This is an optimization exercise on Yosys and OpenROAD, whose aim is small area, a short achievable clock period and few clock cycles, not a production implementation.
Only simulation tests tie the RTL to the original design; equivalence was not proved.

Design earliest_finish_server_assign_top, start of the top module:
module earliest_finish_server_assign_top (
    input  logic                           clk,
    input  logic                           rst_n,
    input  logic                           push,
    output logic                           full,
    input  logic [efsa_pkg::MODE_W-1:0]    mode,
    input  logic [efsa_pkg::INDEX_W-1:0]   server_index,
    input  logic [efsa_pkg::AMOUNT_W-1:0]  amount,
    output logic                           empty,
    input  logic                           pop,
    output logic [efsa_pkg::INDEX_W-1:0]   assigned_server,
    output logic [efsa_pkg::TIME_W-1:0]    server_finish,
    output logic [efsa_pkg::TIME_W-1:0]    makespan,
    output logic                           saturated,
    input  logic                           cfg_valid,
    output logic                           cfg_ready,
    input  logic [efsa_pkg::CFG_W-1:0]     num_servers
);
clock: 9.0 ns
lec_check: 0
abc_area: 1
cap_margin: 20
core_margin: 2
core_utilization: 55
setup_slack_margin: 4.0
slew_margin: 20
run.sh (not shown) runs the stock make flow with config.mk's settings and CLKGATE_MAP_FILE= SYNTH_SCRIPT=/design/flow/synth_recipe.tcl, a recipe that flattens the netlist after the stock synthesis.
Testbench counts at the start, summed over its fixed seeds: cycles 6,064.
Next try:
--- a/flow/design.v
+++ b/flow/design.v
@@ -171,25 +171,27 @@
     logic [UW-1:0]              e1_unit;        
     logic [PW-1:0]              prod_reg;       
     logic [AW-1:0]              pamt_reg;       
     logic [AW+1:0]              pamt3_reg;      
     logic [HW:0]                hi1_reg;        
     logic [2:0]                 fw_reg;         
-    logic                       f0_valid, f1_valid;
-    logic [MW-1:0]              f0_mode, f1_mode;
-    logic [SW-1:0]              f0_idx, f1_idx;
-    logic [AW-1:0]              f0_amt, f1_amt;
+    logic                       f0_valid, f1_valid, f2_valid;
+    logic [MW-1:0]              f0_mode, f1_mode, f2_mode;
+    logic [SW-1:0]              f0_idx, f1_idx, f2_idx;
+    logic [AW-1:0]              f0_amt, f1_amt, f2_amt;
     logic                       res_valid;
     logic [SW-1:0]              res_srv;
     logic [TW-1:0]              res_fin;
     logic                       res_sat;
     logic [CW-1:0] n_eff;
     logic          resorting;
     logic          res_ok;
     logic          exec;
     logic          mv1;
+    logic          f1_free;
+    logic [AW-1:0] f1_amt_next;
     logic          acc;
     logic          is_load, is_job, is_clear;
     logic          do_job, do_load, do_clear, do_step, do_ins;
     assign n_eff     = efsa_pkg::servers_in_use(cfg_reg);
     assign resorting = !l_done[0];
     assign res_ok    = !res_valid || pop;
@@ -200,14 +202,16 @@
     assign do_job    = exec && is_job;
     assign do_load   = exec && is_load;
     assign do_clear  = exec && is_clear;
     assign do_step   = resorting && !do_clear && !cfg_valid;
     assign do_ins    = (do_job && !cfg_valid) || do_step;
     assign mv1       = f1_valid && (!f0_valid || exec);
-    assign full      = f1_valid && f0_valid && ((res_valid && !pop) || (is_job && resorting));
-    assign acc       = push && !full;
+    assign f1_free   = !f1_valid || mv1;
+    assign full      = f2_valid;
+    assign acc       = push && !f2_valid;
+    assign f1_amt_next = f1_free ? (f2_valid ? f2_amt : amount) : f1_amt;
     assign cfg_ready = 1'b1;
     assign empty     = !res_valid;
     logic [SW-1:0] c;
     logic [TW-1:0] h;
     logic [PW-1:0] p;
     logic [HW:0]   s_lo;
@@ -313,16 +317,16 @@
         end
     end
     logic          nf0_job;
     logic [AW-1:0] pamt_next;
     assign nf0_job   = nf0_new ? (f1_valid && f1_mode == efsa_pkg::OP_JOB) : (f0_valid && is_job);
     assign pamt_next = (nf0_job && !done_next0) ? (nf0_new ? f1_amt : f0_amt)
-                                                : (acc ? amount : f1_amt);
+                                                : f1_amt_next;
     logic [AW+1:0] pamt3_next;
     assign pamt3_next = (nf0_job && !done_next0) ? (nf0_new ? times3(f1_amt) : times3(f0_amt))
-                                                 : (acc ? times3(amount) : times3(f1_amt));
+                                                 : times3(f1_amt_next);
     logic [HW:0] hi1_next, hi1_shift;
     logic [HW-1:0] hi_shift;
     assign hi_shift  = l_pl[1] ? l_fin[1][TW-1:HW] : '0;
     assign hi1_shift = {1'b0, hi_shift} + (HW + 1)'(1);
     assign hi1_next  = take_next[0] ? hi1_shift
                      : sat ? {1'b1, {HW{1'b0}}}
@@ -332,12 +336,13 @@
         if (!rst_n)
         begin
             cfg_reg     <= efsa_pkg::CFG_W'(NS);
             longest_reg <= '0;
             f0_valid    <= 1'b0;
             f1_valid    <= 1'b0;
+            f2_valid    <= 1'b0;
             res_valid   <= 1'b0;
             fw_reg      <= '0;
             l_fin0      <= '0;
             hi1_reg     <= (HW + 1)'(1);
             for (int j = 0; j < NS; j++)
             begin
@@ -351,13 +356,21 @@
         begin
             if (cfg_valid)
                 cfg_reg <= num_servers;
             fw_reg <= fw_next;
             if (exec || !f0_valid)
                 f0_valid <= f1_valid;
-            f1_valid <= acc || (f1_valid && !mv1);
+            if (f1_free)
+            begin
+                f1_valid <= f2_valid || acc;
+                f2_valid <= 1'b0;
+            end
+            else if (acc)
+            begin
+                f2_valid <= 1'b1;
+            end
             if (exec)
                 res_valid <= 1'b1;
             else if (pop)
                 res_valid <= 1'b0;
             if (do_clear)
                 longest_reg <= '0;
@@ -422,18 +435,30 @@
         if (exec || !f0_valid)
         begin
             f0_mode <= f1_mode;
             f0_idx  <= f1_idx;
             f0_amt  <= f1_amt;
         end
-        if (acc)
+        if (f1_free && f2_valid)
+        begin
+            f1_mode <= f2_mode;
+            f1_idx  <= f2_idx;
+            f1_amt  <= f2_amt;
+        end
+        else if (f1_free && acc)
         begin
             f1_mode <= mode;
             f1_idx  <= server_index;
             f1_amt  <= amount;
         end
+        if (!f2_valid)
+        begin
+            f2_mode <= mode;
+            f2_idx  <= server_index;
+            f2_amt  <= amount;
+        end
         if (exec)
         begin
             res_srv <= do_job ? c : '0;
             res_fin <= do_job ? fin_new : '0;
             res_sat <= do_job && sat;
         end
What happened:
- The changed run finished clean
- maximum frequency is lower by 1.5%
- area after synthesis is higher by 0.87%
- final area is about the same
- clock skew is lower by 0.019 ns
- die area is higher by 0.86%
- via count hardly moves
Testbench counts after the change, summed over its fixed seeds: cycles 6,064.

## afterwards: timing with drivers on the ports
No port has a modelled driver above. Below, the same layouts with a new extraction and two added sets of constraints. Step 1, drivers: a clkbuf_16 drives clk and a buf_2 each remaining input, both assumed. Step 2 times the ports against the registers' clock, not the clock port: input delays grow and output delays shrink by t, the midpoint of the rising clock arrivals with the driver on. Three values: no drivers, after step 1, after step 2; two values: the first two.
run	shift t [ns]	setup WS [ns]	worst hold slack (ns)
the first run	0.789	4.054 / 4.051 / 3.494	0.474 / 0.474 / 0.474
the second run	0.797	3.979 / 4.038 / 3.241	0.471 / 0.471 / 0.471
After both steps every run listed still meets setup and hold. The setup slack of the second run, which loses most, moves by +0.059 ns with the drivers and by -0.738 ns with both steps.
